What follows belongs to an exercise in optimizing a design on an open flow for small area and a short achievable clock period; a production flow would make more cautious choices. At most, simulation tests tie the RTL to the original design; equivalence was not proved. No functional check of the RTL was part of run 2. In every run shown here, the design's own scripts or RTL, not TritonCTS, make the clock network. The flow treats the clock pin as an ideal source. Dropping or thinning the clock tree relies on that and would not hold on a real chip. Power figures rest on the tool's default switching activity, not on a simulated workload.

## flow/design.v (module list and top-level ports; edited modules follow where they fit)
// module core_settings_regs: 195 lines
// module stick_deadzone: 62 lines
// module color_correct: 86 lines
// module cc_rb: 609 lines
// module rtc_packer: 30 lines
// module core_top: 67 lines
module core_top #(
  parameter int reset_pulse_cycles = 1048576
) (
  input  logic                          clk_74a,
  input  logic                          pll_core_locked,
  input  logic [core_pkg::bridge_w-1:0] bridge_addr,
  input  logic                          bridge_wr,
  input  logic [core_pkg::bridge_w-1:0] bridge_wr_data,
  input  logic [31:0]                   cont1_joy,
  input  logic [core_pkg::bridge_w-1:0] rtc_date,
  input  logic [core_pkg::bridge_w-1:0] rtc_time,
  input  logic [core_pkg::rgb_w-1:0]    rgb_in,
  input  logic                          de_in,
  input  logic                          vs_in,
  input  logic [core_pkg::chan_w-1:0]   snap_index,
  output logic                          core_reset,
  output logic [core_pkg::chan_w-1:0]   stick_x,
  output logic [core_pkg::chan_w-1:0]   stick_y,
  output logic [23:0]                   video_rgb,
  output logic                          video_de,
  output logic [core_pkg::rtc_w-1:0]    rtc_word
);
  // ...
==> flow/flow/run.sh <==
#!/bin/bash
# The standard layout (standard.sh), with these changes to how it is made:
# - the ports get the smallest buffer (buf_1) instead of the delay buffer
#   buffer_ports picks by itself;
# - after synthesis, polar.py removes inverters between adder cells by
#   flipping full adders (a full adder is self-dual), without touching the
#   registers or changing the logic function;
# - after global placement, the gate that makes core_reset gets its own
#   buffer on pll_core_locked (clone_reset_buf.tcl), apart from the reset tree;
# - after clock tree synthesis, its 17-buffer H-tree is replaced by a root
#   buffer and leaf buffers over k-means groups of the registers, as many
#   groups (from 8) as keep the estimated clock-pin slew under 95 ps
#   (post_cts.tcl, manual_cts.tcl);
# - timing repair aims for 10.3 ns of setup slack, well beyond the 18 ns
#   constraint, so that it shortens the critical paths.
# - the constant outputs share the tie cells synthesis made, instead of one
#   tie cell per output (SKIP_REPAIR_TIE_FANOUT).
# The constraints (constraint.sdc) and everything else are the standard flow's.
set -eo pipefail
export BUFFER_PORTS_ARGS="-buffer_cell sky130_fd_sc_hd__buf_1"
export SETUP_SLACK_MARGIN=10.3
export SKIP_REPAIR_TIE_FANOUT=1
export CTS_ARGS="-sink_clustering_enable -repair_clock_nets -buf_list sky130_fd_sc_hd__clkbuf_8 -dont_use_dummy_load"
export POST_CTS_TCL=$PWD/flow/post_cts.tcl
export MCTS_LEAVES=8
export MCTS_SLEW_TARGET=0.095
export MCTS_LEAF=sky130_fd_sc_hd__clkbuf_8
export MCTS_ROOT=sky130_fd_sc_hd__clkbuf_8
RES=$PWD/orfs/results/sky130hd/core_top/base
bash standard.sh $RES/1_2_yosys.v 2>&1 | tee standard_0.log
python3 flow/polar.py $RES/1_2_yosys.v $RES/1_2_yosys.v 2>&1 | tee polar.log
bash standard.sh $RES/3_3_place_gp.odb 2>&1 | tee standard_1.log
CLONE_ODB=$RES/3_3_place_gp.odb openroad -no_init -exit flow/clone_reset_buf.tcl 2>&1 | tee clone.log
bash standard.sh 2>&1 | tee standard_2.log
==> flow/flow/clone_reset_buf.tcl <==
# Give the core_reset gate its own input buffer on pll_core_locked, so that
# the combinational pll_core_locked -> core_reset path does not wait on the
# buffer that also drives the registers' reset tree.
set odb_file $::env(CLONE_ODB)
read_db $odb_file
set block [ord::get_db_block]
set db [ord::get_db]
set pnet [$block findNet pll_core_locked]
set inbuf ""
foreach it [$pnet getITerms] {
  if {[$it isInputSignal]} { set inbuf [$it getInst] }
}
if {$inbuf eq ""} { puts "clone: no input buffer found"; exit 0 }
set bnet [[$inbuf findITerm X] getNet]
# core_reset port -> output buffer -> gate
set onet [$block findNet core_reset]
set obuf ""
foreach it [$onet getITerms] { if {[$it isOutputSignal]} { set obuf [$it getInst] } }
set gnet [[$obuf findITerm A] getNet]
proc driver_inst {net} {
  foreach it [$net getITerms] { if {[$it isOutputSignal]} { return [$it getInst] } }
  return ""
}
# search the fan-in cone of core_reset (a few gates deep) for the input pin
# fed by the pll_core_locked input buffer, directly or through buffers
proc on_inbuf {net bnet} {
  for {set k 0} {$k < 4} {incr k} {
    if {[$net getName] eq [$bnet getName]} { return 1 }
    set d [driver_inst $net]
    if {$d eq "" || ![string match "*buf*" [[$d getMaster] getName]]} { return 0 }
    set net [[$d findITerm A] getNet]
  }
  return 0
}
set gpin ""
set frontier [list $gnet]
for {set lvl 0} {$lvl < 4 && $gpin eq ""} {incr lvl} {
  set next {}
  foreach net $frontier {
    set g [driver_inst $net]
    if {$g eq ""} { continue }
    foreach it [$g getITerms] {
      if {![$it isInputSignal] || [$it getNet] eq "NULL"} { continue }
      if {[on_inbuf [$it getNet] $bnet]} { set gpin $it; set gate $g; break }
      lappend next [$it getNet]
    }
    if {$gpin ne ""} { break }
  }
  set frontier $next
}
if {$gpin eq ""} { puts "clone: core_reset gate not on the input buffer net"; exit 0 }
puts "clone: input buffer [$inbuf getName], output buffer [$obuf getName], gate [$gate getName] pin [[$gpin getMTerm] getName]"
set m [$db findMaster sky130_fd_sc_hd__buf_1]
set ni [odb::dbInst_create $block $m "core_reset_pll_buf"]
set nn [odb::dbNet_create $block "core_reset_pll_net"]
[$ni findITerm A] connect $pnet
[$ni findITerm X] connect $nn
$gpin disconnect
$gpin connect $nn
foreach t [$ni getITerms] { set n [$t getMTerm]; if {[$n getSigType] eq "POWER"} { $t connect [$block findNet VDD] } ; if {[$n getSigType] eq "GROUND"} { $t connect [$block findNet VSS] } }
set loc [$gate getLocation]
$ni setLocation [lindex $loc 0] [lindex $loc 1]
$ni setPlacementStatus PLACED
write_db $odb_file
==> flow/flow/manual_cts.tcl <==
# Manual clock tree: the clock port drives one root buffer, which drives one
# leaf buffer per group of registers; the groups are formed by k-means on the
# register positions. Used instead of TritonCTS's H-tree, which for this small
# design builds 17 buffers.
proc manual_clock_tree {nleaf leaf_master root_master} {
  set block [ord::get_db_block]
  set db [ord::get_db]
  set clknet [$block findNet clk_74a]
  set sinks {}
  foreach it [$clknet getITerms] {
    if {[$it isInputSignal]} { lappend sinks $it }
  }
  set n [llength $sinks]
  # positions
  set xs {}; set ys {}
  foreach it $sinks {
    set b [[$it getInst] getBBox]
    lappend xs [expr {([$b xMin] + [$b xMax]) / 2.0}]
    lappend ys [expr {([$b yMin] + [$b yMax]) / 2.0}]
  }
  # k-means, initial centres spread along x then y
  set idx [lsort -integer -indices [lmap x $xs {expr {int($x)}}]]
  set cx {}; set cy {}
  for {set k 0} {$k < $nleaf} {incr k} {
    set i [lindex $idx [expr {int(($k + 0.5) * $n / $nleaf)}]]
    lappend cx [lindex $xs $i]; lappend cy [lindex $ys $i]
  }
  for {set iter 0} {$iter < 50} {incr iter} {
    set asg {}
    for {set i 0} {$i < $n} {incr i} {
      set best 0; set bd 1e30
      for {set k 0} {$k < $nleaf} {incr k} {
        set d [expr {abs([lindex $xs $i] - [lindex $cx $k]) + abs([lindex $ys $i] - [lindex $cy $k])}]
        if {$d < $bd} { set bd $d; set best $k }
      }
      lappend asg $best
    }
    set ncx {}; set ncy {}
    for {set k 0} {$k < $nleaf} {incr k} {
      set sx 0; set sy 0; set c 0
      for {set i 0} {$i < $n} {incr i} {
        if {[lindex $asg $i] == $k} { set sx [expr {$sx + [lindex $xs $i]}]; set sy [expr {$sy + [lindex $ys $i]}]; incr c }
      }
      if {$c > 0} { lappend ncx [expr {$sx / $c}]; lappend ncy [expr {$sy / $c}] } else { lappend ncx [lindex $cx $k]; lappend ncy [lindex $cy $k] }
    }
    set cx $ncx; set cy $ncy
  }
  set lm [$db findMaster $leaf_master]
  set rm [$db findMaster $root_master]
  set vdd [$block findNet VDD]; set vss [$block findNet VSS]
  proc pg {inst vdd vss} {
    foreach t [$inst getITerms] {
      set s [[$t getMTerm] getSigType]
      if {$s eq "POWER"} { $t connect $vdd }
      if {$s eq "GROUND"} { $t connect $vss }
    }
  }
  # root buffer at the centre of the leaves
  set rx 0; set ry 0
  foreach x $cx y $cy { set rx [expr {$rx + $x}]; set ry [expr {$ry + $y}] }
  set rx [expr {int($rx / $nleaf)}]; set ry [expr {int($ry / $nleaf)}]
  set root [odb::dbInst_create $block $rm "clkroot_buf"]
  set rnet [odb::dbNet_create $block "clkroot_net"]
  $rnet setSigType CLOCK
  [$root findITerm A] connect $clknet
  [$root findITerm X] connect $rnet
  pg $root $vdd $vss
  $root setLocation $rx $ry; $root setPlacementStatus PLACED
  for {set k 0} {$k < $nleaf} {incr k} {
    set lb [odb::dbInst_create $block $lm "clkleaf_buf_$k"]
    set lnet [odb::dbNet_create $block "clkleaf_net_$k"]
    $lnet setSigType CLOCK
    [$lb findITerm A] connect $rnet
    [$lb findITerm X] connect $lnet
    pg $lb $vdd $vss
    $lb setLocation [expr {int([lindex $cx $k])}] [expr {int([lindex $cy $k])}]
    $lb setPlacementStatus PLACED
    for {set i 0} {$i < $n} {incr i} {
      if {[lindex $asg $i] == $k} {
        set it [lindex $sinks $i]
        $it disconnect
        $it connect $lnet
      }
    }
  }
  puts "manual_clock_tree: $n sinks, $nleaf leaves"
}
==> flow/flow/polar.py <==
#!/usr/bin/env python3
"""Inverter cleanup on a mapped sky130 netlist from yosys.

A full adder is self-dual: FA(~a, ~b, ~c) = (~sum, ~cout). Yosys's extract_fa
leaves inverters between adder cells when neighbouring adders were extracted
in opposite polarity. This pass flips full adders where that removes
inverters, and removes inverter pairs. The logic function is unchanged.
usage: polar.py in.v out.v
"""
import re, sys, collections

INV = "sky130_fd_sc_hd__inv_1"
FA_RE = re.compile(r"sky130_fd_sc_hd__fa_\d+$")

def parse(text):
    # split module into header, cell instances, trailer
    m = re.search(r"(module\s.*?;)(.*)(endmodule)", text, re.S)
    head, body, tail = text[:m.end(1)], m.group(2), text[m.start(3):]
    items = []   # list of ("raw", str) or ("cell", typ, name, [(pin, net)])
    pos = 0
    cell_re = re.compile(r"\s*(sky130_fd_sc_hd__\w+)\s+(\S+)\s*\((.*?)\);", re.S)
    for stmt in re.finditer(r"[^;]*;", body, re.S):
        s = stmt.group(0)
        cm = cell_re.fullmatch(s)
        if cm:
            pins = [(p, n.strip()) for p, n in re.findall(r"\.(\w+)\(([^()]*)\)", cm.group(3))]
            items.append(["cell", cm.group(1), cm.group(2), pins])
        else:
            items.append(["raw", s])
        pos = stmt.end()
    rest = body[pos:]
    return head, items, rest, tail

OUTPINS = {"X", "Y", "Q", "Q_N", "SUM", "COUT", "HI", "LO"}

def run(text):
    head, items, rest, tail = parse(text)
    cells = [it for it in items if it[0] == "cell"]
    newwires = []
    cnt = [0]
    def fresh():
        cnt[0] += 1
        w = f"_polar{cnt[0]}_"
        newwires.append(w)
        return w
    def build():
        drv, loads = {}, collections.defaultdict(list)
        for c in cells:
            if c[0] != "cell": continue
            for i, (p, n) in enumerate(c[3]):
                if p in OUTPINS: drv[n] = (c, p)
                else: loads[n].append((c, i))
        return drv, loads
    protected = set()  # nets that are ports: never remove their drivers' identity
    ports = set(re.findall(r"(?:input|output)\s+(?:\[[^\]]*\]\s*)?([^;\s]+)", head + "".join(x[1] for x in items if x[0] == "raw")))
    changed = True
    rounds = 0
    while changed and rounds < 50:
        changed = False; rounds += 1
        drv, loads = build()
        # 1) inverter pairs: inv(inv(x)) -> x for loads that are not ports
        for c in cells:
            if c[0] != "cell" or c[1] != INV: continue
            a = dict(c[3])["A"]; y = dict(c[3])["Y"]
            d = drv.get(a)
            if d and d[0][1] == INV and y not in ports:
                x = dict(d[0][3])["A"]
                for (lc, i) in loads[y]:
                    lc[3][i] = (lc[3][i][0], x)
                c[0] = "dead"; changed = True
        if changed: 
            cells[:] = [c for c in cells if c[0] == "cell"]
            # drop inverters with no loads
            drv, loads = build()
            for c in cells:
                if c[1] == INV and dict(c[3])["Y"] not in ports and not loads[dict(c[3])["Y"]]:
                    c[0] = "dead"
            cells[:] = [c for c in cells if c[0] == "cell"]
            continue
        # 2) flip a full adder when that saves inverters
        best = None
        for c in cells:
            if not FA_RE.match(c[1]): continue
            pins = dict(c[3])
            ins = [pins["A"], pins["B"], pins["CIN"]]
            outs = [pins["SUM"], pins["COUT"]]
            cost = 0
            for n in ins:
                d = drv.get(n)
                if d and d[0][1] == INV and len(loads[n]) == 1 and n not in ports:
                    cost -= 1          # its inverter goes away
                else:
                    cost += 1          # needs a new inverter
            for n in outs:
                ls = loads[n]
                if n in ports or not ls: cost += 1; continue
                if all(lc[1] == INV for lc, _ in ls):
                    cost -= len(ls)    # each load inverter goes away
                    cost += 0
                else:
                    cost += 1          # new inverter on the output
            if cost < 0 and (best is None or cost < best[0]):
                best = (cost, c)
        if best:
            cost, c = best
            pins = dict(c[3])
            newpins = []
            for p, n in c[3]:
                if p in ("A", "B", "CIN"):
                    d = drv.get(n)
                    if d and d[0][1] == INV and len(loads[n]) == 1 and n not in ports:
                        newpins.append((p, dict(d[0][3])["A"])); d[0][0] = "dead"
                    else:
                        w = fresh(); cells.append(["cell", INV, f"_polar_i{cnt[0]}_", [("A", n), ("Y", w)]])
                        newpins.append((p, w))
                elif p in ("SUM", "COUT"):
                    ls = loads[n]
                    w = fresh()
                    if n not in ports and ls and all(lc[1] == INV for lc, _ in ls):
                        # every load is an inverter: they now see the true value
                        for lc, i in ls:
                            y = dict(lc[3])["Y"]
                            for (llc, j) in loads[y]:
                                llc[3][j] = (llc[3][j][0], w)
                            if y in ports:
                                lc[3] = [("A", w), ("Y", y)]; lc[1] = "sky130_fd_sc_hd__buf_1"
                            else:
                                lc[0] = "dead"
                    else:
                        cells.append(["cell", INV, f"_polar_o{cnt[0]}_", [("A", w), ("Y", n)]])
                    newpins.append((p, w))
                else:
                    newpins.append((p, n))
            c[3] = newpins
            cells[:] = [x for x in cells if x[0] == "cell"]
            changed = True
    # re-emit
    out = [head]
    wires = "".join(f"\n  wire {w};" for w in newwires)
    out.append(wires)
    for it in items:
        if it[0] == "raw": out.append(it[1])
    for c in cells:
        pins = ",\n".join(f"    .{p}({n}{' ' if n.startswith(chr(92)) else ''})" for p, n in c[3])
        out.append(f"\n  {c[1]} {c[2]} (\n{pins}\n  );")
    out.append(rest); out.append("\n" + tail)
    return "".join(out)

if __name__ == "__main__":
    text = open(sys.argv[1]).read()
    res = run(text)
    open(sys.argv[2], "w").write(res)
    b = len(re.findall(INV + r"\s", text)); a = len(re.findall(INV + r"\s", res))
    print(f"polar: inverters {b} -> {a}", file=sys.stderr)
==> flow/flow/post_cts.tcl <==
source [file join [file dirname [info script]] manual_cts.tcl]
set block [ord::get_db_block]
set clknet [$block findNet clk_74a]
set sinks {}
foreach inst [$block getInsts] {
  set ck [$inst findITerm CLK]
  if {$ck ne "NULL" && [$ck getNet] ne "NULL"} { lappend sinks $ck }
}
proc remove_tree {block} {
  set removed 0
  foreach inst [$block getInsts] {
    set n [$inst getName]
    if {[string match "clkbuf_*" $n] || [string match "clkload*" $n] || [string match "clkroot_buf" $n] || [string match "clkleaf_buf_*" $n]} {
      odb::dbInst_destroy $inst; incr removed
    }
  }
  foreach net [$block getNets] {
    set n [$net getName]
    if {[string match "clknet_*" $n] || $n eq "clkroot_net" || [string match "clkleaf_net_*" $n]} { odb::dbNet_destroy $net }
  }
  return $removed
}
proc worst_clk_slew {} {
  estimate_parasitics -placement
  set worst 0
  foreach pin [get_pins -of_objects [all_registers] -filter "name==CLK"] {
    set s [get_property $pin slew_max]
    if {$s > $worst} { set worst $s }
  }
  return $worst
}
set target $::env(MCTS_SLEW_TARGET)
for {set nleaf $::env(MCTS_LEAVES)} {$nleaf <= 20} {incr nleaf} {
  set removed [remove_tree $block]
  foreach ck $sinks { if {[$ck getNet] ne "NULL"} { $ck disconnect }; $ck connect $clknet }
  manual_clock_tree $nleaf $::env(MCTS_LEAF) $::env(MCTS_ROOT)
  set w [worst_clk_slew]
  puts "post_cts: $nleaf leaves, removed $removed cells, worst clock-pin slew $w"
  if {$w <= $target} { break }
}
detailed_placement
check_placement -verbose
set w [worst_clk_slew]
puts "post_cts: after legalizing, worst clock-pin slew $w"
==> flow/standard.sh <==
#!/bin/bash
# synth_recipe.tcl (not shown) runs the flow's synth.tcl, then flattens the netlist and writes it again
# the make line also repeats each setting of config.mk as NAME=value (left out here)
make -C /OpenROAD-flow-scripts/flow DESIGN_CONFIG=/design/flow/config.mk WORK_HOME=/design/flow/orfs CLKGATE_MAP_FILE= SYNTH_SCRIPT=/design/flow/synth_recipe.tcl "${@:-finish}"
==> flow/config.mk <==
export PLATFORM = sky130hd
export DESIGN_NAME = core_top
export DESIGN_NICKNAME = core_top
export VERILOG_FILES = /design/flow/design.v
export SDC_FILE = /design/flow/constraint.sdc
export NUM_CORES = 4
export LEC_CHECK = 0
export CAP_MARGIN = 20
export CORE_MARGIN = 2
export CORE_UTILIZATION = 40
export SLEW_MARGIN = 20
==> flow/constraint.sdc <==
create_clock -name core_clock -period 18.0 [get_ports {clk_74a}]
set_input_delay 3.6000 -clock core_clock [delete_from_list [all_inputs] [get_ports {clk_74a}]]
set_output_delay 3.6000 -clock core_clock [all_outputs]
set_load 0.01 [all_outputs]
==> flow_metrics.env, run 1 <==
export IMPL_placement_cell_area_um2=10300
export IMPL_combinational_share_of_power=0.381
export IMPL_finalCritPeriodShare=0.420
export IMPL_biggestRegsByFlops="i_rtc.prev_time (32), i_color.video_rgb (24), i_settings.pulse_lfsr (20)"
export IMPL_power_sequential_total_w=0.000284
export IMPL_critical_path_cell_count=15
export IMPL_worst_setup_path_type="in -> reg"
export IMPL_power_sequential_fraction=0.414
export IMPL_cts_clk_slew_worst_paths_ns=0.08
export IMPL_rows=57
export IMPL_hp_start="i_color.video_rgb[16]"
export IMPL_multiInputGateArea_um2=6040
export IMPL_first_pass_iters=6
export IMPL_power_per_cell_area_nw_per_um2=64.2
export IMPL_utilization=0.441
export IMPL_detailroute_wirelength_met3_mm=1.32
export IMPL_worst_r2r_path_depth=25
export IMPL_crit_arrival_ns=7.88
export IMPL_place_port_buffers=184
export IMPL_detailedRoute_firstIterationViolations=502
export IMPL_grt_total_usage=0.176
export IMPL_critical_path_required_ns=18.32
export IMPL_fillCellCount=2423
export IMPL_routedLengthMet1_mm=10.7
export IMPL_reg2reg_setup_slack_ns=10.50
export IMPL_routed_antenna_nets=0
export IMPL_post_place_ws_ns=9.51
export IMPL_internal_power_w=0.000445
export IMPL_final_cell_count_without_fillers=1502
export IMPL_routedWlPerCell_um=15.2
export IMPL_reg_to_reg_critical_path_endpoint="i_color.video_rgb[22]"
export IMPL_cp_common_cell="fa_1"
export IMPL_grt_util_met1=0.239
export IMPL_fp_dieArea_um2=25800
export IMPL_status="timing/DRC/antenna clean"
export IMPL_wl_mm=22.9
export IMPL_worstMarginPinSlew_ns=0.965
export IMPL_hold_path_end="i_color.video_rgb[16]"
export IMPL_dieWidth_um=161
export IMPL_final_setup_viol_count=0
export IMPL_crit_path_end_kind="flop"
==> module core_settings_regs, before the edit <==
module core_settings_regs #(
  parameter int reset_pulse_cycles = 1048576
) (
  input  logic                          clk_74a,
  input  logic                          pll_core_locked,
  input  logic                          bridge_wr,
  input  logic [core_pkg::bridge_w-1:0] bridge_addr,
  input  logic [core_pkg::bridge_w-1:0] bridge_wr_data,
  output logic                          core_reset,
  output logic [core_pkg::chan_w-1:0]   deadzone,
  output logic [core_pkg::chan_w-1:0]   strength,
  output logic                          square_pixels
);
  localparam logic [19:0] pulse_start = 20'h00001;
  localparam logic [19:0] pulse_last  = 20'h80000;
  logic [19:0] pulse_lfsr;
  logic        pulse_active;
  always_ff @(posedge clk_74a or negedge pll_core_locked) begin
    if (!pll_core_locked) begin
      pulse_lfsr   <= '0;
      pulse_active <= 1'b0;
    end else if (bridge_wr && bridge_addr == core_pkg::addr_reset_pulse) begin
      pulse_lfsr   <= pulse_start;
      pulse_active <= 1'b1;
    end else begin
      if (pulse_lfsr == pulse_last) begin
        pulse_lfsr <= '0;
      end else begin
        pulse_lfsr <= {pulse_lfsr[18:0], pulse_lfsr[19] ^ pulse_lfsr[16]};
      end
      if (pulse_lfsr == '0) begin
        pulse_active <= 1'b0;
      end
    end
  end
  assign core_reset = !pll_core_locked || pulse_active;
  logic [2:0] strength_g;
  logic [7:0] strength_raw;
  logic [7:0] strength_next;
  always_comb begin
    case (bridge_wr_data[6:0])
      7'd0: strength_g = 3'd0;
      7'd1: strength_g = 3'd0;
      7'd2: strength_g = 3'd0;
      7'd3: strength_g = 3'd0;
      7'd4: strength_g = 3'd0;
      7'd5: strength_g = 3'd0;
      7'd6: strength_g = 3'd0;
      7'd7: strength_g = 3'd0;
      7'd8: strength_g = 3'd0;
      7'd9: strength_g = 3'd0;
      7'd10: strength_g = 3'd0;
      7'd11: strength_g = 3'd1;
      7'd12: strength_g = 3'd0;
      7'd13: strength_g = 3'd1;
      7'd14: strength_g = 3'd0;
      7'd15: strength_g = 3'd1;
      7'd16: strength_g = 3'd0;
      7'd17: strength_g = 3'd1;
      7'd18: strength_g = 3'd0;
      7'd19: strength_g = 3'd1;
      7'd20: strength_g = 3'd1;
      7'd21: strength_g = 3'd1;
      7'd22: strength_g = 3'd1;
      7'd23: strength_g = 3'd1;
      7'd24: strength_g = 3'd1;
      7'd25: strength_g = 3'd1;
      7'd26: strength_g = 3'd1;
      7'd27: strength_g = 3'd1;
      7'd28: strength_g = 3'd1;
      7'd29: strength_g = 3'd1;
      7'd30: strength_g = 3'd1;
      7'd31: strength_g = 3'd2;
      7'd32: strength_g = 3'd1;
      7'd33: strength_g = 3'd2;
      7'd34: strength_g = 3'd1;
      7'd35: strength_g = 3'd2;
      7'd36: strength_g = 3'd1;
      7'd37: strength_g = 3'd2;
      7'd38: strength_g = 3'd1;
      7'd39: strength_g = 3'd2;
      7'd40: strength_g = 3'd2;
      7'd41: strength_g = 3'd2;
      7'd42: strength_g = 3'd2;
      7'd43: strength_g = 3'd2;
      7'd44: strength_g = 3'd2;
      7'd45: strength_g = 3'd2;
      7'd46: strength_g = 3'd2;
      7'd47: strength_g = 3'd2;
      7'd48: strength_g = 3'd2;
      7'd49: strength_g = 3'd2;
      7'd50: strength_g = 3'd2;
      7'd51: strength_g = 3'd3;
      7'd52: strength_g = 3'd2;
      7'd53: strength_g = 3'd3;
      7'd54: strength_g = 3'd2;
      7'd55: strength_g = 3'd3;
      7'd56: strength_g = 3'd2;
      7'd57: strength_g = 3'd3;
      7'd58: strength_g = 3'd2;
      7'd59: strength_g = 3'd3;
      7'd60: strength_g = 3'd3;
      7'd61: strength_g = 3'd3;
      7'd62: strength_g = 3'd3;
      7'd63: strength_g = 3'd3;
      7'd64: strength_g = 3'd3;
      7'd65: strength_g = 3'd3;
      7'd66: strength_g = 3'd3;
      7'd67: strength_g = 3'd3;
      7'd68: strength_g = 3'd3;
      7'd69: strength_g = 3'd3;
      7'd70: strength_g = 3'd3;
      7'd71: strength_g = 3'd4;
      7'd72: strength_g = 3'd3;
      7'd73: strength_g = 3'd4;
      7'd74: strength_g = 3'd3;
      7'd75: strength_g = 3'd4;
      7'd76: strength_g = 3'd3;
      7'd77: strength_g = 3'd4;
      7'd78: strength_g = 3'd3;
      7'd79: strength_g = 3'd4;
      7'd80: strength_g = 3'd4;
      7'd81: strength_g = 3'd4;
      7'd82: strength_g = 3'd4;
      7'd83: strength_g = 3'd4;
      7'd84: strength_g = 3'd4;
      7'd85: strength_g = 3'd4;
      7'd86: strength_g = 3'd4;
      7'd87: strength_g = 3'd4;
      7'd88: strength_g = 3'd4;
      7'd89: strength_g = 3'd4;
      7'd90: strength_g = 3'd4;
      7'd91: strength_g = 3'd5;
      7'd92: strength_g = 3'd4;
      7'd93: strength_g = 3'd5;
      7'd94: strength_g = 3'd4;
      7'd95: strength_g = 3'd5;
      7'd96: strength_g = 3'd4;
      7'd97: strength_g = 3'd5;
      7'd98: strength_g = 3'd4;
      7'd99: strength_g = 3'd5;
      7'd100: strength_g = 3'd5;
      7'd101: strength_g = 3'd5;
      7'd102: strength_g = 3'd5;
      7'd103: strength_g = 3'd5;
      7'd104: strength_g = 3'd5;
      7'd105: strength_g = 3'd5;
      7'd106: strength_g = 3'd5;
      7'd107: strength_g = 3'd5;
      7'd108: strength_g = 3'd5;
      7'd109: strength_g = 3'd5;
      7'd110: strength_g = 3'd5;
      7'd111: strength_g = 3'd6;
      7'd112: strength_g = 3'd5;
      7'd113: strength_g = 3'd6;
      7'd114: strength_g = 3'd5;
      7'd115: strength_g = 3'd6;
      7'd116: strength_g = 3'd5;
      7'd117: strength_g = 3'd6;
      7'd118: strength_g = 3'd5;
      7'd119: strength_g = 3'd6;
      7'd120: strength_g = 3'd6;
      7'd121: strength_g = 3'd6;
      7'd122: strength_g = 3'd6;
      7'd123: strength_g = 3'd6;
      7'd124: strength_g = 3'd6;
      7'd125: strength_g = 3'd6;
      7'd126: strength_g = 3'd6;
      7'd127: strength_g = 3'd6;
    endcase
  end
  assign strength_raw  = {bridge_wr_data[6:0], 1'b0} + {2'b0, bridge_wr_data[6:1]} + {5'b0, strength_g};
  assign strength_next = strength_raw | {8{bridge_wr_data[7:0] >= 8'd100}};
  always_ff @(posedge clk_74a or negedge pll_core_locked) begin
    if (!pll_core_locked) begin
      deadzone      <= '0;
      strength      <= '0;
      square_pixels <= 1'b0;
    end else if (bridge_wr) begin
      case (bridge_addr)
        core_pkg::addr_deadzone: begin
          deadzone <= bridge_wr_data[core_pkg::chan_w-1:0];
        end
        core_pkg::addr_color_corr: begin
          strength <= strength_next;
        end
        core_pkg::addr_square_pixels: begin
          square_pixels <= bridge_wr_data[0];
        end
        default: begin
        end
      endcase
    end
  end
endmodule
==> module stick_deadzone, before the edit <==
module stick_deadzone (
  input  logic                        clk_74a,
  input  logic                        pll_core_locked,
  input  logic [core_pkg::chan_w-1:0] joy_x,
  input  logic [core_pkg::chan_w-1:0] joy_y,
  input  logic [core_pkg::chan_w-1:0] deadzone,
  output logic [core_pkg::chan_w-1:0] stick_x,
  output logic [core_pkg::chan_w-1:0] stick_y
);
  logic [6:0] ux;
  logic [6:0] uy;
  logic [7:0] sum_s;
  logic [7:0] sum_c;
  logic       ny;
  logic       outside;
  assign ux = joy_x[6:0] ^ {7{~joy_x[7]}};
  assign uy = joy_y[6:0] ^ {7{~joy_y[7]}};
  assign sum_s = {~deadzone[7], ux ^ uy ^ ~deadzone[6:0]};
  assign sum_c = {(ux & uy) | (ux & ~deadzone[6:0]) | (uy & ~deadzone[6:0]), ~joy_x[7]};
  assign ny    = ~joy_y[7];
  wire dz_0 = sum_s[0] & sum_c[0];
  wire dz_1 = sum_s[0] | sum_c[0];
  wire dz_2 = sum_s[1] & sum_c[1];
  wire dz_3 = sum_s[1] | sum_c[1];
  wire dz_4 = sum_s[2] & sum_c[2];
  wire dz_5 = sum_s[2] | sum_c[2];
  wire dz_6 = sum_s[3] & sum_c[3];
  wire dz_7 = sum_s[3] | sum_c[3];
  wire dz_8 = sum_s[4] & sum_c[4];
  wire dz_9 = sum_s[4] | sum_c[4];
  wire dz_10 = sum_s[5] & sum_c[5];
  wire dz_11 = sum_s[5] | sum_c[5];
  wire dz_12 = sum_s[6] & sum_c[6];
  wire dz_13 = sum_s[6] | sum_c[6];
  wire dz_14 = sum_s[7] & sum_c[7];
  wire dz_15 = sum_s[7] | sum_c[7];
  wire dz_16 = dz_0 | (dz_1 & ny);
  wire dz_17 = dz_2 | (dz_3 & dz_16);
  wire dz_18 = dz_3 & dz_1;
  wire dz_19 = dz_6 | (dz_7 & dz_4);
  wire dz_20 = dz_7 & dz_5;
  wire dz_21 = dz_10 | (dz_11 & dz_8);
  wire dz_22 = dz_11 & dz_9;
  wire dz_23 = dz_14 | (dz_15 & dz_12);
  wire dz_24 = dz_15 & dz_13;
  wire dz_25 = dz_19 | (dz_20 & dz_17);
  wire dz_26 = dz_20 & dz_18;
  wire dz_27 = dz_23 | (dz_24 & dz_21);
  wire dz_28 = dz_24 & dz_22;
  wire dz_29 = dz_27 | (dz_28 & dz_25);
  wire dz_30 = dz_28 & dz_26;
  assign outside = dz_29;
  always_ff @(posedge clk_74a or negedge pll_core_locked) begin
    if (!pll_core_locked) begin
      stick_x <= core_pkg::stick_center;
      stick_y <= core_pkg::stick_center;
    end else begin
      stick_x <= outside ? joy_x : core_pkg::stick_center;
      stick_y <= outside ? joy_y : core_pkg::stick_center;
    end
  end
endmodule
==> module color_correct, before the edit <==
module color_correct (
  input  logic                        clk_74a,
  input  logic                        pll_core_locked,
  input  logic [core_pkg::rgb_w-1:0]  rgb_in,
  input  logic                        de_in,
  input  logic                        vs_in,
  input  logic [core_pkg::chan_w-1:0] snap_index,
  input  logic [core_pkg::chan_w-1:0] strength,
  input  logic                        square_pixels,
  output core_pkg::video_word_u       video_rgb,
  output logic                        video_de
);
  logic                  prev_vs;
  logic                  snap_even;
  logic [7:0]            out_g;
  core_pkg::video_word_u pix_word;
  core_pkg::video_word_u slot_word;
  cc_rb i_rb (
    .cr (rgb_in[23:16]),
    .cb (rgb_in[7:0]),
    .s  (strength),
    .or_(pix_word.pixel.r),
    .ob (pix_word.pixel.b)
  );
  logic g_lt;
  logic g_dec;
  wire gl_0 = rgb_in[8] & ~strength[0];
  wire gl_1 = rgb_in[8] | ~strength[0];
  wire gl_2 = rgb_in[9] & ~strength[1];
  wire gl_3 = rgb_in[9] | ~strength[1];
  wire gl_4 = rgb_in[10] & ~strength[2];
  wire gl_5 = rgb_in[10] | ~strength[2];
  wire gl_6 = rgb_in[11] & ~strength[3];
  wire gl_7 = rgb_in[11] | ~strength[3];
  wire gl_8 = rgb_in[12] & ~strength[4];
  wire gl_9 = rgb_in[12] | ~strength[4];
  wire gl_10 = rgb_in[13] & ~strength[5];
  wire gl_11 = rgb_in[13] | ~strength[5];
  wire gl_12 = rgb_in[14] & ~strength[6];
  wire gl_13 = rgb_in[14] | ~strength[6];
  wire gl_14 = rgb_in[15] & ~strength[7];
  wire gl_15 = rgb_in[15] | ~strength[7];
  wire gl_16 = gl_2 | (gl_3 & gl_0);
  wire gl_17 = gl_3 & gl_1;
  wire gl_18 = gl_6 | (gl_7 & gl_4);
  wire gl_19 = gl_7 & gl_5;
  wire gl_20 = gl_10 | (gl_11 & gl_8);
  wire gl_21 = gl_11 & gl_9;
  wire gl_22 = gl_14 | (gl_15 & gl_12);
  wire gl_23 = gl_15 & gl_13;
  wire gl_24 = gl_18 | (gl_19 & gl_16);
  wire gl_25 = gl_19 & gl_17;
  wire gl_26 = gl_22 | (gl_23 & gl_20);
  wire gl_27 = gl_23 & gl_21;
  wire gl_28 = gl_26 | (gl_27 & gl_24);
  wire gl_29 = gl_27 & gl_25;
  assign g_lt             = gl_28;
  assign g_dec            = rgb_in[15] ? g_lt : (rgb_in[15:8] != 8'd0);
  assign out_g            = rgb_in[15:8] - {7'd0, g_dec};
  assign pix_word.pixel.g = out_g;
  always_comb begin
    slot_word.slot.pad_hi             = '0;
    slot_word.slot.slot_interlace_odd = snap_even;
    slot_word.slot.slot_square        = square_pixels;
    slot_word.slot.pad_lo             = '0;
  end
  always_ff @(posedge clk_74a or negedge pll_core_locked) begin
    if (!pll_core_locked) begin
      prev_vs   <= 1'b0;
      snap_even <= 1'b1;
      video_de  <= 1'b0;
      video_rgb <= '0;
    end else begin
      prev_vs  <= vs_in;
      video_de <= de_in;
      if (vs_in && !prev_vs) begin
        snap_even <= ~snap_index[0];
      end
      if (de_in) begin
        video_rgb <= pix_word;
      end else if (video_de) begin
        video_rgb <= slot_word;
      end
    end
  end
endmodule
==> run 2, diff against run 1 <==
--- a/flow/design.v
+++ b/flow/design.v
@@ -58,17 +58,35 @@
       end else begin
         pulse_lfsr <= {pulse_lfsr[18:0], pulse_lfsr[19] ^ pulse_lfsr[16]};
       end
       if (pulse_lfsr == '0) begin
         pulse_active <= 1'b0;
       end
     end
   end
-  assign core_reset = !pll_core_locked || pulse_active;
+  if (reset_pulse_cycles != 1048576) begin : g_count
+    localparam int cnt_w = $clog2(reset_pulse_cycles + 1);
+    logic [cnt_w-1:0] pulse_count;
+    always_ff @(posedge clk_74a or negedge pll_core_locked) begin
+      if (!pll_core_locked) begin
+        pulse_count <= '0;
+      end else begin
+        if (pulse_count != '0) begin
+          pulse_count <= pulse_count - cnt_w'(1);
+        end
+        if (bridge_wr && bridge_addr == core_pkg::addr_reset_pulse) begin
+          pulse_count <= cnt_w'(reset_pulse_cycles);
+        end
+      end
+    end
+    assign core_reset = !pll_core_locked || (pulse_count != '0);
+  end else begin : g_lfsr_out
+    assign core_reset = !pll_core_locked || pulse_active;
+  end
   logic [2:0] strength_g;
   logic [7:0] strength_raw;
   logic [7:0] strength_next;
   always_comb begin
     case (bridge_wr_data[6:0])
       7'd0: strength_g = 3'd0;
       7'd1: strength_g = 3'd0;
       7'd2: strength_g = 3'd0;
@@ -194,17 +212,43 @@
       7'd122: strength_g = 3'd6;
       7'd123: strength_g = 3'd6;
       7'd124: strength_g = 3'd6;
       7'd125: strength_g = 3'd6;
       7'd126: strength_g = 3'd6;
       7'd127: strength_g = 3'd6;
     endcase
   end
-  assign strength_raw  = {bridge_wr_data[6:0], 1'b0} + {2'b0, bridge_wr_data[6:1]} + {5'b0, strength_g};
+  wire st_0 = bridge_wr_data[0] ^ bridge_wr_data[2];
+  wire st_1 = bridge_wr_data[0] & bridge_wr_data[2];
+  wire st_2 = bridge_wr_data[1] ^ bridge_wr_data[3] ^ strength_g[2];
+  wire st_3 = (bridge_wr_data[1] & bridge_wr_data[3]) | (bridge_wr_data[1] & strength_g[2]) | (bridge_wr_data[3] & strength_g[2]);
+  wire st_4 = bridge_wr_data[2] ^ bridge_wr_data[4];
+  wire st_5 = bridge_wr_data[2] & bridge_wr_data[4];
+  wire st_6 = bridge_wr_data[3] ^ bridge_wr_data[5];
+  wire st_7 = bridge_wr_data[3] & bridge_wr_data[5];
+  wire st_8 = bridge_wr_data[4] ^ bridge_wr_data[6];
+  wire st_9 = bridge_wr_data[4] & bridge_wr_data[6];
+  wire st_10 = bridge_wr_data[1] ^ strength_g[0];
+  wire st_11 = bridge_wr_data[1] & strength_g[0];
+  wire st_12 = st_0 ^ strength_g[1] ^ st_11;
+  wire st_13 = (st_0 & strength_g[1]) | (st_0 & st_11) | (strength_g[1] & st_11);
+  wire st_14 = st_1 ^ st_2 ^ st_13;
+  wire st_15 = (st_1 & st_2) | (st_1 & st_13) | (st_2 & st_13);
+  wire st_16 = st_3 ^ st_4 ^ st_15;
+  wire st_17 = (st_3 & st_4) | (st_3 & st_15) | (st_4 & st_15);
+  wire st_18 = st_5 ^ st_6 ^ st_17;
+  wire st_19 = (st_5 & st_6) | (st_5 & st_17) | (st_6 & st_17);
+  wire st_20 = st_7 ^ st_8 ^ st_19;
+  wire st_21 = (st_7 & st_8) | (st_7 & st_19) | (st_8 & st_19);
+  wire st_22 = st_9 ^ bridge_wr_data[5] ^ st_21;
+  wire st_23 = (st_9 & bridge_wr_data[5]) | (st_9 & st_21) | (bridge_wr_data[5] & st_21);
+  wire st_24 = bridge_wr_data[6] ^ 1'b0 ^ st_23;
+  wire st_25 = (bridge_wr_data[6] & 1'b0) | (bridge_wr_data[6] & st_23) | (1'b0 & st_23);
+  assign strength_raw  = {st_24, st_22, st_20, st_18, st_16, st_14, st_12, st_10};
   assign strength_next = strength_raw | {8{bridge_wr_data[7:0] >= 8'd100}};
   always_ff @(posedge clk_74a or negedge pll_core_locked) begin
     if (!pll_core_locked) begin
       deadzone      <= '0;
       strength      <= '0;
       square_pixels <= 1'b0;
     end else if (bridge_wr) begin
       case (bridge_addr)
@@ -238,48 +282,25 @@
   logic [7:0] sum_c;
   logic       ny;
   logic       outside;
   assign ux = joy_x[6:0] ^ {7{~joy_x[7]}};
   assign uy = joy_y[6:0] ^ {7{~joy_y[7]}};
   assign sum_s = {~deadzone[7], ux ^ uy ^ ~deadzone[6:0]};
   assign sum_c = {(ux & uy) | (ux & ~deadzone[6:0]) | (uy & ~deadzone[6:0]), ~joy_x[7]};
   assign ny    = ~joy_y[7];
-  wire dz_0 = sum_s[0] & sum_c[0];
-  wire dz_1 = sum_s[0] | sum_c[0];
-  wire dz_2 = sum_s[1] & sum_c[1];
-  wire dz_3 = sum_s[1] | sum_c[1];
-  wire dz_4 = sum_s[2] & sum_c[2];
-  wire dz_5 = sum_s[2] | sum_c[2];
-  wire dz_6 = sum_s[3] & sum_c[3];
-  wire dz_7 = sum_s[3] | sum_c[3];
-  wire dz_8 = sum_s[4] & sum_c[4];
-  wire dz_9 = sum_s[4] | sum_c[4];
-  wire dz_10 = sum_s[5] & sum_c[5];
-  wire dz_11 = sum_s[5] | sum_c[5];
-  wire dz_12 = sum_s[6] & sum_c[6];
-  wire dz_13 = sum_s[6] | sum_c[6];
-  wire dz_14 = sum_s[7] & sum_c[7];
-  wire dz_15 = sum_s[7] | sum_c[7];
-  wire dz_16 = dz_0 | (dz_1 & ny);
-  wire dz_17 = dz_2 | (dz_3 & dz_16);
-  wire dz_18 = dz_3 & dz_1;
-  wire dz_19 = dz_6 | (dz_7 & dz_4);
-  wire dz_20 = dz_7 & dz_5;
-  wire dz_21 = dz_10 | (dz_11 & dz_8);
-  wire dz_22 = dz_11 & dz_9;
-  wire dz_23 = dz_14 | (dz_15 & dz_12);
-  wire dz_24 = dz_15 & dz_13;
-  wire dz_25 = dz_19 | (dz_20 & dz_17);
-  wire dz_26 = dz_20 & dz_18;
-  wire dz_27 = dz_23 | (dz_24 & dz_21);
-  wire dz_28 = dz_24 & dz_22;
-  wire dz_29 = dz_27 | (dz_28 & dz_25);
-  wire dz_30 = dz_28 & dz_26;
-  assign outside = dz_29;
+  wire dz_0 = (sum_s[0] & sum_c[0]) | ((sum_s[0] | sum_c[0]) & ny);
+  wire dz_1 = (sum_s[1] & sum_c[1]) | ((sum_s[1] | sum_c[1]) & dz_0);
+  wire dz_2 = (sum_s[2] & sum_c[2]) | ((sum_s[2] | sum_c[2]) & dz_1);
+  wire dz_3 = (sum_s[3] & sum_c[3]) | ((sum_s[3] | sum_c[3]) & dz_2);
+  wire dz_4 = (sum_s[4] & sum_c[4]) | ((sum_s[4] | sum_c[4]) & dz_3);
+  wire dz_5 = (sum_s[5] & sum_c[5]) | ((sum_s[5] | sum_c[5]) & dz_4);
+  wire dz_6 = (sum_s[6] & sum_c[6]) | ((sum_s[6] | sum_c[6]) & dz_5);
+  wire dz_7 = (sum_s[7] & sum_c[7]) | ((sum_s[7] | sum_c[7]) & dz_6);
+  assign outside = dz_7;
   always_ff @(posedge clk_74a or negedge pll_core_locked) begin
     if (!pll_core_locked) begin
       stick_x <= core_pkg::stick_center;
       stick_y <= core_pkg::stick_center;
     end else begin
       stick_x <= outside ? joy_x : core_pkg::stick_center;
       stick_y <= outside ? joy_y : core_pkg::stick_center;
     end
@@ -307,46 +328,24 @@
     .cb (rgb_in[7:0]),
     .s  (strength),
     .or_(pix_word.pixel.r),
     .ob (pix_word.pixel.b)
   );
   logic g_lt;
   logic g_dec;
   wire gl_0 = rgb_in[8] & ~strength[0];
-  wire gl_1 = rgb_in[8] | ~strength[0];
-  wire gl_2 = rgb_in[9] & ~strength[1];
-  wire gl_3 = rgb_in[9] | ~strength[1];
-  wire gl_4 = rgb_in[10] & ~strength[2];
-  wire gl_5 = rgb_in[10] | ~strength[2];
-  wire gl_6 = rgb_in[11] & ~strength[3];
-  wire gl_7 = rgb_in[11] | ~strength[3];
-  wire gl_8 = rgb_in[12] & ~strength[4];
-  wire gl_9 = rgb_in[12] | ~strength[4];
-  wire gl_10 = rgb_in[13] & ~strength[5];
-  wire gl_11 = rgb_in[13] | ~strength[5];
-  wire gl_12 = rgb_in[14] & ~strength[6];
-  wire gl_13 = rgb_in[14] | ~strength[6];
-  wire gl_14 = rgb_in[15] & ~strength[7];
-  wire gl_15 = rgb_in[15] | ~strength[7];
-  wire gl_16 = gl_2 | (gl_3 & gl_0);
-  wire gl_17 = gl_3 & gl_1;
-  wire gl_18 = gl_6 | (gl_7 & gl_4);
-  wire gl_19 = gl_7 & gl_5;
-  wire gl_20 = gl_10 | (gl_11 & gl_8);
-  wire gl_21 = gl_11 & gl_9;
-  wire gl_22 = gl_14 | (gl_15 & gl_12);
-  wire gl_23 = gl_15 & gl_13;
-  wire gl_24 = gl_18 | (gl_19 & gl_16);
-  wire gl_25 = gl_19 & gl_17;
-  wire gl_26 = gl_22 | (gl_23 & gl_20);
-  wire gl_27 = gl_23 & gl_21;
-  wire gl_28 = gl_26 | (gl_27 & gl_24);
-  wire gl_29 = gl_27 & gl_25;
-  assign g_lt             = gl_28;
+  wire gl_1 = (rgb_in[9] & ~strength[1]) | ((rgb_in[9] | ~strength[1]) & gl_0);
+  wire gl_2 = (rgb_in[10] & ~strength[2]) | ((rgb_in[10] | ~strength[2]) & gl_1);
+  wire gl_3 = (rgb_in[11] & ~strength[3]) | ((rgb_in[11] | ~strength[3]) & gl_2);
+  wire gl_4 = (rgb_in[12] & ~strength[4]) | ((rgb_in[12] | ~strength[4]) & gl_3);
+  wire gl_5 = (rgb_in[13] & ~strength[5]) | ((rgb_in[13] | ~strength[5]) & gl_4);
+  wire gl_6 = (rgb_in[14] & ~strength[6]) | ((rgb_in[14] | ~strength[6]) & gl_5);
+  wire gl_7 = (rgb_in[15] & ~strength[7]) | ((rgb_in[15] | ~strength[7]) & gl_6);
+  assign g_lt             = gl_7;
   assign g_dec            = rgb_in[15] ? g_lt : (rgb_in[15:8] != 8'd0);
   assign out_g            = rgb_in[15:8] - {7'd0, g_dec};
   assign pix_word.pixel.g = out_g;
   always_comb begin
     slot_word.slot.pad_hi             = '0;
     slot_word.slot.slot_interlace_odd = snap_even;
     slot_word.slot.slot_square        = square_pixels;
     slot_word.slot.pad_lo             = '0;
@@ -544,16 +543,19 @@
     endcase
   end
   wire b_s76_1 = ~cb[7] & cb[6];
   wire b_s76_2 = cb[7] & ~cb[6];
   wire b_s76_3 = cb[7] & cb[6];
   wire b_s54_1 = ~cb[5] & cb[4];
   wire b_s54_2 = cb[5] & ~cb[4];
   wire b_s54_3 = cb[5] & cb[4];
+  wire b_s65_1 = ~cb[6] & cb[5];
+  wire b_s65_2 = cb[6] & ~cb[5];
+  wire b_s65_3 = cb[6] & cb[5];
   logic [8:0] b_cm1;
   assign b_cm1 = {1'b0, cb} - 9'd1;
   wire m_0 = s[0] ^ 1'b0;
   wire m_1 = s[0] & 1'b0;
   wire m_2 = s[1] ^ 1'b0 ^ m_1;
   wire m_3 = (s[1] & 1'b0) | (s[1] & m_1) | (1'b0 & m_1);
   wire m_4 = s[2] ^ s[0] ^ m_3;
   wire m_5 = (s[2] & s[0]) | (s[2] & m_3) | (s[0] & m_3);
--- a/flow/flow/run.sh
+++ b/flow/flow/run.sh
@@ -3,27 +3,25 @@
 # - the ports get the smallest buffer (buf_1) instead of the delay buffer
 #   buffer_ports picks by itself;
 # - after synthesis, polar.py removes inverters between adder cells by
 #   flipping full adders (a full adder is self-dual), without touching the
 #   registers or changing the logic function;
 # - after global placement, the gate that makes core_reset gets its own
 #   buffer on pll_core_locked (clone_reset_buf.tcl), apart from the reset tree;
 # - after clock tree synthesis, its 17-buffer H-tree is replaced by a root
-#   buffer and leaf buffers over k-means groups of the registers, as many
+#   buffer and leaf buffers over equal-size k-means groups of the registers, as many
 #   groups (from 8) as keep the estimated clock-pin slew under 95 ps
 #   (post_cts.tcl, manual_cts.tcl);
-# - timing repair aims for 10.3 ns of setup slack, well beyond the 18 ns
-#   constraint, so that it shortens the critical paths.
 # - the constant outputs share the tie cells synthesis made, instead of one
 #   tie cell per output (SKIP_REPAIR_TIE_FANOUT).
 # The constraints (constraint.sdc) and everything else are the standard flow's.
 set -eo pipefail
 export BUFFER_PORTS_ARGS="-buffer_cell sky130_fd_sc_hd__buf_1"
-export SETUP_SLACK_MARGIN=10.3
+export SETUP_SLACK_MARGIN=10.5
 export SKIP_REPAIR_TIE_FANOUT=1
 export CTS_ARGS="-sink_clustering_enable -repair_clock_nets -buf_list sky130_fd_sc_hd__clkbuf_8 -dont_use_dummy_load"
 export POST_CTS_TCL=$PWD/flow/post_cts.tcl
 export MCTS_LEAVES=8
 export MCTS_SLEW_TARGET=0.095
 export MCTS_LEAF=sky130_fd_sc_hd__clkbuf_8
 export MCTS_ROOT=sky130_fd_sc_hd__clkbuf_8
 RES=$PWD/orfs/results/sky130hd/core_top/base
==> flow/flow/manual_cts.tcl (replaced) <==
# Manual clock tree: the clock port drives one root buffer, which drives one
# leaf buffer per group of registers; the groups are formed by k-means on the
# register positions, with each group limited to an equal share of the
# registers (assignment of the closest register-centre pairs first).
# Used instead of TritonCTS's H-tree, which for this small
# design builds 17 buffers.
proc manual_clock_tree {nleaf leaf_master root_master} {
  set block [ord::get_db_block]
  set db [ord::get_db]
  set clknet [$block findNet clk_74a]
  set sinks {}
  foreach it [$clknet getITerms] {
    if {[$it isInputSignal]} { lappend sinks $it }
  }
  set n [llength $sinks]
  # positions
  set xs {}; set ys {}
  foreach it $sinks {
    set b [[$it getInst] getBBox]
    lappend xs [expr {([$b xMin] + [$b xMax]) / 2.0}]
    lappend ys [expr {([$b yMin] + [$b yMax]) / 2.0}]
  }
  # k-means, initial centres spread along x then y
  set idx [lsort -integer -indices [lmap x $xs {expr {int($x)}}]]
  set cx {}; set cy {}
  for {set k 0} {$k < $nleaf} {incr k} {
    set i [lindex $idx [expr {int(($k + 0.5) * $n / $nleaf)}]]
    lappend cx [lindex $xs $i]; lappend cy [lindex $ys $i]
  }
  set cap [expr {($n + $nleaf - 1) / $nleaf}]
  for {set iter 0} {$iter < 30} {incr iter} {
    # capacity-limited assignment: closest (sink, centre) pairs first
    set pairs {}
    for {set i 0} {$i < $n} {incr i} {
      for {set k 0} {$k < $nleaf} {incr k} {
        lappend pairs [list [expr {abs([lindex $xs $i] - [lindex $cx $k]) + abs([lindex $ys $i] - [lindex $cy $k])}] $i $k]
      }
    }
    set pairs [lsort -real -index 0 $pairs]
    set asg [lrepeat $n -1]
    set cnt [lrepeat $nleaf 0]
    foreach p $pairs {
      lassign $p d i k
      if {[lindex $asg $i] >= 0 || [lindex $cnt $k] >= $cap} { continue }
      lset asg $i $k
      lset cnt $k [expr {[lindex $cnt $k] + 1}]
    }
    set ncx {}; set ncy {}
    for {set k 0} {$k < $nleaf} {incr k} {
      set sx 0; set sy 0; set c 0
      for {set i 0} {$i < $n} {incr i} {
        if {[lindex $asg $i] == $k} { set sx [expr {$sx + [lindex $xs $i]}]; set sy [expr {$sy + [lindex $ys $i]}]; incr c }
      }
      if {$c > 0} { lappend ncx [expr {$sx / $c}]; lappend ncy [expr {$sy / $c}] } else { lappend ncx [lindex $cx $k]; lappend ncy [lindex $cy $k] }
    }
    set cx $ncx; set cy $ncy
  }
  set lm [$db findMaster $leaf_master]
  if {$root_master ne "none"} { set rm [$db findMaster $root_master] }
  set vdd [$block findNet VDD]; set vss [$block findNet VSS]
  proc pg {inst vdd vss} {
    foreach t [$inst getITerms] {
      set s [[$t getMTerm] getSigType]
      if {$s eq "POWER"} { $t connect $vdd }
      if {$s eq "GROUND"} { $t connect $vss }
    }
  }
  # root buffer at the centre of the leaves
  set rx 0; set ry 0
  foreach x $cx y $cy { set rx [expr {$rx + $x}]; set ry [expr {$ry + $y}] }
  set rx [expr {int($rx / $nleaf)}]; set ry [expr {int($ry / $nleaf)}]
  if {$root_master eq "none"} {
    set rnet $clknet
  } else {
    set root [odb::dbInst_create $block $rm "clkroot_buf"]
    set rnet [odb::dbNet_create $block "clkroot_net"]
    $rnet setSigType CLOCK
    [$root findITerm A] connect $clknet
    [$root findITerm X] connect $rnet
    pg $root $vdd $vss
    $root setLocation $rx $ry; $root setPlacementStatus PLACED
  }
  for {set k 0} {$k < $nleaf} {incr k} {
    set lb [odb::dbInst_create $block $lm "clkleaf_buf_$k"]
    set lnet [odb::dbNet_create $block "clkleaf_net_$k"]
    $lnet setSigType CLOCK
    [$lb findITerm A] connect $rnet
    [$lb findITerm X] connect $lnet
    pg $lb $vdd $vss
    $lb setLocation [expr {int([lindex $cx $k])}] [expr {int([lindex $cy $k])}]
    $lb setPlacementStatus PLACED
    for {set i 0} {$i < $n} {incr i} {
      if {[lindex $asg $i] == $k} {
        set it [lindex $sinks $i]
        $it disconnect
        $it connect $lnet
      }
    }
  }
  puts "manual_clock_tree: $n sinks, $nleaf leaves"
}
--- a/flow/config.mk
+++ b/flow/config.mk
@@ -4,8 +4,9 @@
 export VERILOG_FILES = /design/flow/design.v
 export SDC_FILE = /design/flow/constraint.sdc
 export NUM_CORES = 4
 export LEC_CHECK = 0
 export CAP_MARGIN = 20
 export CORE_MARGIN = 2
 export CORE_UTILIZATION = 40
 export SLEW_MARGIN = 20
+export TNS_END_PERCENT = 0
==> run 2 against run 1 <==
Net effect: still clean on timing, DRC and antenna; cell count down 1.3%; core utilization up 0.54 points; sequential power up 1%; combinational power up 6%; die area about the same; clock power down 4%; area after synthesis about the same; global-route usage up 0.58 points; via count down 2.0%; synthesized cell count down 2.1%; fmax up 0.37%; critical path type is now in -> out; largest cell class unchanged.
==> flow_metrics.env, run 2 <==
export IMPL_clock_fmax_mhz=133
export IMPL_cts_sinks=114
export IMPL_utilization=0.447
export IMPL_fillCellCount=2356
export IMPL_maximum_number_of_pins_on_one_net_before_global_route_repair=65
export IMPL_clock_skew_final_ns=0.0114
export IMPL_number_of_antenna_violations_at_the_first_check_in_global_routing=0
export IMPL_critical_path_slowest_cell="buf_1"
export IMPL_vdd_ir_drop_worst_mv=0.0626
export IMPL_place_gp_congestion=0.862
export IMPL_starting_utilization_of_the_core_area=0.405
export IMPL_post_synth_inst_count=1047
export IMPL_first_global_vias=7620
export IMPL_final_common_cell="buf_1"
export IMPL_leakage_nw=4.72
export IMPL_core_region_area_um2=24200
export IMPL_post_place_ws_ns=9.12
export IMPL_grt_overflow_total=0
export IMPL_routedWlPerCell_um=15.8
export IMPL_dp_hpwl_mm=18.0
export IMPL_internal_power_w=0.000451
export IMPL_cp_num_buf_inv=2
export IMPL_relSlewSlack=0.347
export IMPL_finalCritPeriodShare=0.418
export IMPL_cp_cell_sequence="buf_1, buf_1"
export IMPL_flip_flop_count_of_the_largest_register_after_layout=32
export IMPL_critical_path_peak_fanout=3
export IMPL_insertedDiodeCount=0
export IMPL_wl_mm=23.5
export IMPL_syn_area_per_cell_um2=9.39
export IMPL_place_port_buffers=184
export IMPL_power_per_cell_area_nw_per_um2=64.7
export IMPL_global_route_wire_length_before_repair_mm=38.8
export IMPL_worstMarginPinSlew_ns=0.974
export IMPL_hold_path_class="reg -> reg"
export IMPL_start_kind="input port"
export IMPL_routed_antenna_nets=0
export IMPL_grt_total_usage=0.182
export IMPL_largest_register="i_rtc.prev_time"
export IMPL_rows=57
export IMPL_critical_path_cell_count=2
export IMPL_hold_depth=2
export IMPL_final_cell_mix="164 x buf_1, 106 x dfrtp_1, 103 x inv_1"
export IMPL_clock_insertion_delay_worst_skew_ns=0.41
export IMPL_dieHeight_um=161
export IMPL_boundaryPins=304
export IMPL_finalCriticalPeriod_ns=7.52
export IMPL_sw_frac_of_total=0.356
export IMPL_total_power_w=0.000701
export IMPL_placed_cells_incl_taps=1456
export IMPL_hold_viol=0
export IMPL_power_sequential_fraction=0.411
export IMPL_worst_setup_path_type="in -> out"
export IMPL_first_pass_iters=5
export IMPL_combinational_share_of_power=0.397
export IMPL_dieWidth_um=161
export IMPL_yosys_warnings=5
export IMPL_final_worst_slack_ns=10.48
export IMPL_final_setup_viol_count=0
export IMPL_cts_clk_slew_worst_paths_ns=0.08
export IMPL_fin_setup_tns_ns=0
export IMPL_detailedRoute_firstIterationViolations=496
export IMPL_postSynthNetCount=1378
export IMPL_cap_viol_max_count=0
export IMPL_final_cell_count_without_fillers=1483
export IMPL_worst_r2r_path_depth=27
export IMPL_critical_path_required_ns=14.40
export IMPL_critical_path_top_delay_family="buffers and inverters"
export IMPL_slowest_delay_ns=0.17
export IMPL_rsz0062_at_grt="yes"
export IMPL_final_net_count=1492
export IMPL_detailroute_via_count=7562
export IMPL_synthToLayoutAreaGrowth_pct=10.2
export IMPL_via_per_inst=5.10
export IMPL_post_synth_instance_area_um2=9830
export IMPL_final_layout_size_suffix_gt1_frac=0.100
export IMPL_cp_common_cell="buf_1"
export IMPL_slew_violations=0
export IMPL_crit_arrival_ns=3.92
export IMPL_fp_dieArea_um2=25900
export IMPL_switching_power_total_w=0.000250
export IMPL_p_clk_frac=0.192
export IMPL_status="timing/DRC/antenna clean"
export IMPL_crit_path_end_kind="output port"
export IMPL_biggestRegsByFlops="i_rtc.prev_time (32), i_color.video_rgb (24), i_settings.pulse_lfsr (20)"
export IMPL_drc=0
[run 2: cell count changes in the layout (fill, tap and decap cells not counted), sizes merged, moves of 6 or more]
| cell | change |
|---|---|
| nand2 | -23 |
| nor2b | -21 |
| and2 | +12 |
| o22ai | -12 |
| mux2i | +8 |
| a21o | -7 |
| nand3 | +7 |
| clkbuf | +6 |
| nand2b | +6 |
| o21ai | -6 |
| xor2 | +6 |
[run 2: per-layer routing]
metal,GRT usage,up-vias,part of all wire
li1,-,3736,-
met1,0.267,3609,0.49
met2,0.291,193,0.45
met3,0.0235,24,0.048
met4,0.0321,0,0.014
met5,0,-,0
[run 2: stage by stage]
step	hold slack [ns]	instance area, µm²
finish	0.488	10800
global route	0.512	10800
detailed placement	0.474	10300
global placement	0.466	10300
floorplan	0.448	9830
[run 2: worst paths after layout]
| check | from | to | slack, ns |
|---|---|---|---|
| max | rtc_time[19] | rtc_word[19] | 10.48 |
| min | i_color.video_rgb[15] | i_color.video_rgb[15] | 0.49 |
| max reg2reg | i_settings.strength[1] | i_color.video_rgb[23] | 10.82 |
| min reg2reg | i_color.video_rgb[15] | i_color.video_rgb[15] | 0.49 |
| max in group asynchronous | pll_core_locked | i_settings.pulse_lfsr[7] | 13.51 |
| min in group asynchronous | pll_core_locked | i_color.video_rgb[1] | 3.30 |
[run 2: power by group through the flow]
stage          registers [W]  clock network [W]  logic (W)
2_1_floorplan       0.000301                  0   0.000189
3_3_place_gp        0.000294                  0   0.000260
3_5_place_dp        0.000294                  0   0.000263
5_1_grt             0.000292           0.000152   0.000318
6_report            0.000288           0.000134   0.000278
[run 2: area by class of cell]
class,count,area (µm²),share of cell area
multi-input cells,714,6060,0.560
inverters,110,428,0.0395
plain buffers,12,155,0.0143
well taps,324,405,0.0374
repair buffers,209,910,0.0840
flip-flops and latches,114,2870,0.265

==> port drivers added, routing unchanged <==
Ports are ideal in the flow. The routed layouts listed here were re-timed in OpenROAD. Step 1, drivers: a clkbuf_16 drives clk_74a and a buf_2 each remaining input, both assumed. Step 2 times the ports against the registers' clock, not the clock port: input delays grow and output delays shrink by t, the midpoint of the rising clock arrivals with the driver on. Three values: no drivers, after step 1, after step 2; two values: the first two.
run	t (ns)	slack for setup (ns)	slew at the worst register clock pin (ns)	worst data-port slew with drivers (ns)
run 1	0.467	10.448 / 10.423 / 10.009	0.09 / 0.09	0.13
run 2	0.446	10.476 / 10.425 / 10.193	0.08 / 0.08	0.11
After both steps every run listed still meets setup and hold. The setup slack of run 1, which loses most, moves by -0.025 ns with the drivers and by -0.439 ns with both steps.
